Source: an optimization exercise on an open RTL-to-GDS flow (aim: small area, a short achievable clock period and few clock cycles per item). Production flows keep margins and buffers that such runs may drop.
At most, simulation tests tie the RTL to the original design; equivalence was not proved.
Power is estimated from default activity; no workload was simulated.

==> job 438: inputs <==
==> flow/design.v (excerpt) <==
module line_mem_engine #(
    parameter int WORDS_PER_LINE = 16,
    parameter int LINE_BITS      = 32 * WORDS_PER_LINE
) (
    input  logic                 clk,
    input  logic                 rst,
    input  logic                 req_valid,
    output logic                 req_ready,
    input  logic                 req_wr,
    input  logic [31:0]          req_addr,
    input  logic [LINE_BITS-1:0] req_wdata,
    output logic                 resp_valid,
    output logic [LINE_BITS-1:0] resp_rdata,
    output logic                 mem_valid,
    input  logic                 mem_ready,
    output logic                 mem_we,
    output logic [31:0]          mem_addr,
    output logic [31:0]          mem_wdata,
    input  logic                 mem_rvalid,
    input  logic [31:0]          mem_rdata,
    output logic                 err
);
    logic        rdy_q;      
    logic        busy_q;     
    logic        val_q;      
    logic        resp_q;
    logic        err_q;
    logic [3:0]  cnt_q;      
    logic [4:0]  out_q;      
    logic        rdok_q;     
    logic        m_idle_q;   
    logic        m_wlast_q;  
    logic        m_wb_q;     
    logic        m_rd_q;     
    logic        we_q;
    logic [25:0] base_q;
    logic [LINE_BITS-1:0] line_q;
    logic xfer, rd_ok, beat, idle, last_cmd, wfin, last_beat, fin, pre;
    logic rdy_n, val_n, we_n, idle_n;
    logic [4:0] out_n;
    logic [3:0] cnt_n;
    assign xfer      = val_q & mem_ready;
    assign rd_ok     = rdok_q;
    assign beat      = mem_rvalid & rd_ok;
    assign idle      = rdy_q & ~val_q;
    assign last_cmd  = (cnt_q == 4'd15);
    assign wfin      = xfer & we_q & last_cmd;
    assign last_beat = beat & ~val_q & (out_q == 5'd1);
    assign fin       = wfin | last_beat;
    assign pre       = req_valid & (wfin | (last_beat & ~req_wr));
  ...
==> module line_mem_engine, before the edit <==
module line_mem_engine #(
    parameter int WORDS_PER_LINE = 16,
    parameter int LINE_BITS      = 32 * WORDS_PER_LINE
) (
    input  logic                 clk,
    input  logic                 rst,
    input  logic                 req_valid,
    output logic                 req_ready,
    input  logic                 req_wr,
    input  logic [31:0]          req_addr,
    input  logic [LINE_BITS-1:0] req_wdata,
    output logic                 resp_valid,
    output logic [LINE_BITS-1:0] resp_rdata,
    output logic                 mem_valid,
    input  logic                 mem_ready,
    output logic                 mem_we,
    output logic [31:0]          mem_addr,
    output logic [31:0]          mem_wdata,
    input  logic                 mem_rvalid,
    input  logic [31:0]          mem_rdata,
    output logic                 err
);
    logic        rdy_q;      
    logic        busy_q;     
    logic        val_q;      
    logic        resp_q;
    logic        err_q;
    logic [3:0]  cnt_q;      
    logic [4:0]  out_q;      
    logic        rdok_q;     
    logic        m_idle_q;   
    logic        m_wlast_q;  
    logic        m_wb_q;     
    logic        m_rd_q;     
    logic        we_q;
    logic [25:0] base_q;
    logic [LINE_BITS-1:0] line_q;
    logic xfer, rd_ok, beat, idle, last_cmd, wfin, last_beat, fin, pre;
    logic rdy_n, val_n, we_n, idle_n;
    logic [4:0] out_n;
    logic [3:0] cnt_n;
    assign xfer      = val_q & mem_ready;
    assign rd_ok     = rdok_q;
    assign beat      = mem_rvalid & rd_ok;
    assign idle      = rdy_q & ~val_q;
    assign last_cmd  = (cnt_q == 4'd15);
    assign wfin      = xfer & we_q & last_cmd;
    assign last_beat = beat & ~val_q & (out_q == 5'd1);
    assign fin       = wfin | last_beat;
    assign pre       = req_valid & (wfin | (last_beat & ~req_wr));
    assign rdy_n  = fin | (rdy_q & ~req_valid);
    assign val_n  = pre | (idle & req_valid) | (val_q & ~(xfer & last_cmd));
    assign we_n   = (idle | fin) ? req_wr : we_q;
    assign cnt_n  = cnt_q + {3'd0, xfer};
    assign idle_n = rdy_n & ~val_n;
    always_comb begin
        out_n = out_q;
        if (xfer && !we_q && !beat)
            out_n = out_q + 5'd1;
        else if (!(xfer && !we_q) && beat)
            out_n = out_q - 5'd1;
    end
    always_ff @(posedge clk or negedge rst) begin
        if (!rst) begin
            rdy_q     <= 1'b1;
            busy_q    <= 1'b0;
            val_q     <= 1'b0;
            resp_q    <= 1'b0;
            err_q     <= 1'b0;
            cnt_q     <= 4'd0;
            out_q     <= 5'd0;
            rdok_q    <= 1'b0;
            m_idle_q  <= 1'b1;
            m_wlast_q <= 1'b0;
            m_wb_q    <= 1'b0;
            m_rd_q    <= 1'b0;
        end else begin
            rdy_q     <= rdy_n;
            busy_q    <= ~rdy_n;
            val_q     <= val_n;
            resp_q    <= fin;
            cnt_q     <= cnt_n;
            out_q     <= out_n;
            rdok_q    <= (out_n != 5'd0);
            if (mem_rvalid && !rd_ok) err_q <= 1'b1;
            m_idle_q  <= idle_n;
            m_wlast_q <= ~idle_n & we_n & (cnt_n == 4'd15);
            m_wb_q    <= ~idle_n & we_n & (cnt_n != 4'd15);
            m_rd_q    <= ~idle_n & ~we_n;
        end
    end
    always_ff @(posedge clk) begin
        if (idle || fin) begin
            we_q   <= req_wr;
            base_q <= req_addr[31:6];
        end
    end
    logic s_ld, s_sh, s_hd;
    assign s_ld = m_idle_q | (m_wlast_q & mem_ready);
    assign s_sh = (m_wb_q & mem_ready) | (m_rd_q & mem_rvalid & rd_ok);
    assign s_hd = ~s_ld & ~s_sh;
    always_ff @(posedge clk) begin
        line_q <= ({LINE_BITS{s_ld}} & req_wdata)
                | ({LINE_BITS{s_sh}} & {mem_rdata, line_q[LINE_BITS-1:32]})
                | ({LINE_BITS{s_hd}} & line_q);
    end
    assign req_ready  = ~busy_q;
    assign resp_valid = resp_q;
    assign resp_rdata = line_q;
    assign mem_valid  = val_q;
    assign mem_we     = we_q;
    assign mem_addr   = {base_q, cnt_q, 2'b00};
    assign mem_wdata  = line_q[31:0];
    assign err        = err_q;
endmodule
Settings: LEC_CHECK=0, ABC_AREA=1, CAP_MARGIN=20, CORE_AREA=6 6 414 414, CTS_CLUSTER_DIAMETER=100, CTS_CLUSTER_SIZE=22, DIE_AREA=0 0 420 420, SETUP_SLACK_MARGIN=3.15, SLEW_MARGIN=20; clock period 5.5 ns.
standard.sh (not shown) runs the stock make flow with config.mk's settings and CLKGATE_MAP_FILE= SYNTH_SCRIPT=/design/flow/synth_recipe.tcl, a recipe that flattens the netlist after the stock synthesis.
==> flow/flow/run.sh <==
#!/bin/bash
# Standard ORFS layout with two changes: the smallest buffer on every input
# and output port instead of the default port-buffer cell, and the data
# pins of each bit column of the line register placed side by side, in
# shift order (flow/io.tcl), before the standard pin placement.
set -euo pipefail
export BUFFER_PORTS_ARGS="-buffer_cell sky130_fd_sc_hd__buf_1"
export PRE_IO_PLACEMENT_TCL="$(pwd)/flow/io.tcl"
bash standard.sh > standard_flow.log 2>&1
==> flow/flow/io.tcl <==
# Pin order: each of the 32 bit columns of the line shift register gets
# its pins side by side, in shift order: mem_rdata[c], then for words 15
# down to 0 the word's req_wdata and resp_rdata bits, then mem_wdata[c].
# Eight columns go on each edge; the other pins are placed freely.
set edges {bottom right top left}
for {set e 0} {$e < 4} {incr e} {
  set pins {}
  for {set c [expr {$e * 8}]} {$c < [expr {$e * 8 + 8}]} {incr c} {
    lappend pins "mem_rdata\[$c\]"
    for {set j 15} {$j >= 0} {incr j -1} {
      set k [expr {32 * $j + $c}]
      lappend pins "req_wdata\[$k\]" "resp_rdata\[$k\]"
    }
    lappend pins "mem_wdata\[$c\]"
  }
  set_io_pin_constraint -pin_names $pins -region [lindex $edges $e]:* -group -order
}
==> job 2298: changes against job 438 <==
SETUP_SLACK_MARGIN = 3.2   (was 3.15)
==> job 9947: changes against job 438 <==
--- a/flow/design.v
+++ b/flow/design.v
@@ -21,4 +21,5 @@
     output logic                 err
 );
+    localparam int BUF_BITS = LINE_BITS - 32;
     logic        rdy_q;      
     logic        busy_q;     
@@ -26,16 +27,21 @@
     logic        resp_q;
     logic        err_q;
+    logic        pend_q;     
     logic [3:0]  cnt_q;      
     logic [4:0]  out_q;      
     logic        rdok_q;     
-    logic        m_idle_q;   
+    logic        bld_q, bsh_q, bhd_q;
+    logic        m_free_q;   
+    logic        m_wacc_q;   
     logic        m_wlast_q;  
-    logic        m_wb_q;     
-    logic        m_rd_q;     
+    logic        m_wb0_q;    
+    logic        m_wb1_q;    
     logic        we_q;
     logic [25:0] base_q;
-    logic [LINE_BITS-1:0] line_q;
-    logic xfer, rd_ok, beat, idle, last_cmd, wfin, last_beat, fin, pre;
-    logic rdy_n, val_n, we_n, idle_n;
+    logic [31:0]         wd_q;
+    logic [31:0]         rd_q;
+    logic [BUF_BITS-1:0] buf_q;
+    logic xfer, rd_ok, beat, idle, last_cmd, wfin, last_beat, fin;
+    logic rdy_n, val_n, we_n, pend_n, wcmd_n;
     logic [4:0] out_n;
     logic [3:0] cnt_n;
@@ -48,10 +54,10 @@
     assign last_beat = beat & ~val_q & (out_q == 5'd1);
     assign fin       = wfin | last_beat;
-    assign pre       = req_valid & (wfin | (last_beat & ~req_wr));
     assign rdy_n  = fin | (rdy_q & ~req_valid);
-    assign val_n  = pre | (idle & req_valid) | (val_q & ~(xfer & last_cmd));
+    assign val_n  = (fin & req_valid) | (idle & req_valid) | (val_q & ~(xfer & last_cmd));
     assign we_n   = (idle | fin) ? req_wr : we_q;
     assign cnt_n  = cnt_q + {3'd0, xfer};
-    assign idle_n = rdy_n & ~val_n;
+    assign pend_n = we_q ? xfer : beat;
+    assign wcmd_n = val_n & we_n;
     always_comb begin
         out_n = out_q;
@@ -68,11 +74,16 @@
             resp_q    <= 1'b0;
             err_q     <= 1'b0;
+            pend_q    <= 1'b0;
             cnt_q     <= 4'd0;
             out_q     <= 5'd0;
             rdok_q    <= 1'b0;
-            m_idle_q  <= 1'b1;
+            bld_q     <= 1'b1;
+            bsh_q     <= 1'b0;
+            bhd_q     <= 1'b0;
+            m_free_q  <= 1'b1;
+            m_wacc_q  <= 1'b0;
             m_wlast_q <= 1'b0;
-            m_wb_q    <= 1'b0;
-            m_rd_q    <= 1'b0;
+            m_wb0_q   <= 1'b0;
+            m_wb1_q   <= 1'b0;
         end else begin
             rdy_q     <= rdy_n;
@@ -84,8 +95,13 @@
             rdok_q    <= (out_n != 5'd0);
             if (mem_rvalid && !rd_ok) err_q <= 1'b1;
-            m_idle_q  <= idle_n;
-            m_wlast_q <= ~idle_n & we_n & (cnt_n == 4'd15);
-            m_wb_q    <= ~idle_n & we_n & (cnt_n != 4'd15);
-            m_rd_q    <= ~idle_n & ~we_n;
+            pend_q    <= pend_n;
+            bld_q     <= rdy_n;
+            bsh_q     <= ~rdy_n & pend_n;
+            bhd_q     <= ~rdy_n & ~pend_n;
+            m_free_q  <= ~wcmd_n;
+            m_wacc_q  <= wcmd_n & rdy_n;
+            m_wlast_q <= wcmd_n & ~rdy_n & (cnt_n == 4'd15);
+            m_wb0_q   <= wcmd_n & ~rdy_n & (cnt_n != 4'd15) & ~pend_n;
+            m_wb1_q   <= wcmd_n & ~rdy_n & (cnt_n != 4'd15) & pend_n;
         end
     end
@@ -96,20 +112,32 @@
         end
     end
-    logic s_ld, s_sh, s_hd;
-    assign s_ld = m_idle_q | (m_wlast_q & mem_ready);
-    assign s_sh = (m_wb_q & mem_ready) | (m_rd_q & mem_rvalid & rd_ok);
-    assign s_hd = ~s_ld & ~s_sh;
+    logic s_w0, s_w1, s_b0, s_b1, s_hd;
+    assign s_w0 = m_free_q | (m_wlast_q & mem_ready);
+    assign s_w1 = m_wacc_q & mem_ready;
+    assign s_b0 = m_wb0_q & mem_ready;
+    assign s_b1 = m_wb1_q & mem_ready;
+    assign s_hd = ~m_free_q & ~mem_ready;
     always_ff @(posedge clk) begin
-        line_q <= ({LINE_BITS{s_ld}} & req_wdata)
-                | ({LINE_BITS{s_sh}} & {mem_rdata, line_q[LINE_BITS-1:32]})
-                | ({LINE_BITS{s_hd}} & line_q);
+        wd_q <= ({32{s_w0}} & req_wdata[31:0])
+              | ({32{s_w1}} & req_wdata[63:32])
+              | ({32{s_b0}} & buf_q[31:0])
+              | ({32{s_b1}} & buf_q[63:32])
+              | ({32{s_hd}} & wd_q);
+    end
+    always_ff @(posedge clk) begin
+        rd_q <= mem_rdata;
+    end
+    always_ff @(posedge clk) begin
+        buf_q <= ({BUF_BITS{bld_q}} & req_wdata[LINE_BITS-1:32])
+               | ({BUF_BITS{bsh_q}} & {rd_q, buf_q[BUF_BITS-1:32]})
+               | ({BUF_BITS{bhd_q}} & buf_q);
     end
     assign req_ready  = ~busy_q;
     assign resp_valid = resp_q;
-    assign resp_rdata = line_q;
+    assign resp_rdata = {rd_q, buf_q};
     assign mem_valid  = val_q;
     assign mem_we     = we_q;
     assign mem_addr   = {base_q, cnt_q, 2'b00};
-    assign mem_wdata  = line_q[31:0];
+    assign mem_wdata  = wd_q;
     assign err        = err_q;
 endmodule
==> flow/flow/run.sh (replaced) <==
#!/bin/bash
# Standard ORFS layout with two changes: the smallest buffer on every input
# and output port instead of the default port-buffer cell, and a pin plan
# (flow/io.tcl) applied before the standard pin placement.
set -euo pipefail
export BUFFER_PORTS_ARGS="-buffer_cell sky130_fd_sc_hd__buf_1"
export PRE_IO_PLACEMENT_TCL="$(pwd)/flow/io.tcl"
bash standard.sh > standard_flow.log 2>&1
==> flow/flow/io.tcl (replaced) <==
# Pin plan. The memory-port pins, the control pins, word 0 of req_wdata and
# word 15 of resp_rdata sit together in the middle of the bottom edge, next
# to the logic that answers mem_ready and mem_rvalid within the cycle. The
# rest of each of the 32 bit columns of the line buffer gets its pins side
# by side in shift order (word 15 down to word 1 of req_wdata, paired with
# the resp_rdata bit of the buffer word it loads), two columns on the
# bottom edge and ten on each of the others.
set ctl {req_valid req_ready req_wr resp_valid mem_valid mem_ready mem_we mem_rvalid err rst clk}
for {set b 6} {$b < 32} {incr b} { lappend ctl "req_addr\[$b\]" }
for {set b 0} {$b < 32} {incr b} { lappend ctl "mem_addr\[$b\]" }
set half [expr {[llength $ctl] / 2}]
set mid {}
for {set c 0} {$c < 16} {incr c} {
  set k [expr {480 + $c}]
  lappend mid "mem_rdata\[$c\]" "resp_rdata\[$k\]" "req_wdata\[$c\]" "mem_wdata\[$c\]"
}
set mid [concat $mid $ctl]
for {set c 16} {$c < 32} {incr c} {
  set k [expr {480 + $c}]
  lappend mid "mem_rdata\[$c\]" "resp_rdata\[$k\]" "req_wdata\[$c\]" "mem_wdata\[$c\]"
}
set_io_pin_constraint -pin_names $mid -region bottom:* -group -order

proc column_pins {c} {
  set pins {}
  for {set m 14} {$m >= 0} {incr m -1} {
    set k [expr {32 * ($m + 1) + $c}]
    set r [expr {32 * $m + $c}]
    lappend pins "req_wdata\[$k\]" "resp_rdata\[$r\]"
  }
  return $pins
}
set sides {bottom right top left}
set first {0 2 12 22}
set count {2 10 10 10}
for {set s 0} {$s < 4} {incr s} {
  set pins {}
  for {set i 0} {$i < [lindex $count $s]} {incr i} {
    set pins [concat $pins [column_pins [expr {[lindex $first $s] + $i}]]]
  }
  set_io_pin_constraint -pin_names $pins -region [lindex $sides $s]:* -group -order
}
SETUP_SLACK_MARGIN = 3.1   (was 3.15)
==> out/qor.yml <==
run_status:
  status: "timing/DRC/antenna clean"
finish:
  multi_input_area_share_pct: 28.2
  num-clock-buffers: 34
  fin_cells: 5643
  antennaDiodeCount: 0
  largest_reg_flops: 512
  fin_area_sq_um: 29300
detailed_routing:
  drt-total-wl_mm: 69.7
  met3_length_mm: 5.31
timing:
  relSlewSlack_pct: 52.4
critical_path:
  cp.arrival_ps: 1210
  r2r_start: "rdok_q"
place:
  dp_hpwl_mm: 46.9
power:
  leakagePower_nw: 13.2
logic_synthesis:
  synth_top_area_share_pct: 49.1
That was job 438.
==> out/qor.yml <==
run_status:
  status: "timing/DRC/antenna clean"
finish:
  fin_area_sq_um: 30400
  fin_cells: 6218
  antennaDiodeCount: 5
  num-clock-buffers: 40
  largest_reg_flops: 480
  multi_input_area_share_pct: 29.8
critical_path:
  cp.arrival_ps: 1230
  r2r_start: "bld_q"
timing:
  hold_slack_ps: 458
  tightest_slew_ps: 1240
  relSlewSlack_pct: 17.0
logic_synthesis:
  yosys-top-cells-count: "1567 x nand2_1, 544 x dfxtp_1, 485 x nand3_1"
  ys.flop_type: "dfxtp_1"
  synth_top_area_share_pct: 49.3
place:
  dp_hpwl_mm: 91.7
power:
  leakagePower_nw: 11.9
detailed_routing:
  wl_met1_mm: 46.6
  met3_length_mm: 8.61
  drt-total-wl_mm: 114
That was job 9947.
==> out/qor.yml <==
finish:
  multi_input_area_share_pct: 25.5
  num-clock-buffers: 34
  fin_cells: 5841
  antennaDiodeCount: 0
  fillCellCount: 18400
power:
  leakagePower_nw: 14.9
critical_path:
  crit_family: "flip-flops"
  critPathSlowestCell: "dfrtp_2"
  cp.arrival_ps: 1210
  r2r_start: "m_idle_q"
clock_network:
  cts.path.max_buffers: 3
  clkSlewWorstSetupHoldPaths_ps: 100
  cts_hold_buf: 0
detailed_routing:
  drc: 0
  drt-total-wl_mm: 74.5
  met3_length_mm: 5.68
place:
  dp_hpwl_mm: 46.9
logic_synthesis:
  yosys-top-cells-area: "dfxtp_1 49%, nand2_1 19%, a22oi_1 18%"
  synth_top_area_share_pct: 49.1
  synth_top_family_by_area: "simple AND/OR/NAND/NOR gates"
timing:
  post-route-period-util_pct: 41.9
run_status:
  status: "timing/DRC/antenna clean"
That was job 2298.
Testbench counts of job 438, summed over its fixed seeds: cycles 37,500, items 1,600.
Testbench counts of job 2298, summed over its fixed seeds: cycles 37,500, items 1,600.
Only the layout flow was run in job 9947; the RTL was not checked for function there.

re-timing with driven ports:
How much do the figures lean on ideal ports? The routed layouts below were timed once more, with nothing changed but the port constraints.
Step 1 assumes that a clkbuf_16 drives the clock port and a buf_2 every other input.
Step 2 moves the port delays by t, midway between the first and last clock arrival at a register: inputs arrive t later, outputs are due t later. That takes back most of the time a late clock gives input paths.
Three values: ideal, step 1, step 2; two values: the first two.
| run | t (ns) | setup WS [ns] | hold slack, ns |
|---|---|---|---|
| job 438 | 0.704 | 3.195 / 3.127 / 2.545 | 0.397 / 0.357 / 0.468 |
| job 2298 | 0.710 | 3.193 / 3.124 / 2.573 | 0.395 / 0.353 / 0.461 |
| job 9947 | 0.661 | 3.173 / 3.111 / 2.591 | 0.458 / 0.432 / 0.484 |
After both steps setup and hold are still met in every run listed. For job 438, which loses most, drivers alone change the setup slack by -0.068 ns; drivers and shift together by -0.650 ns.
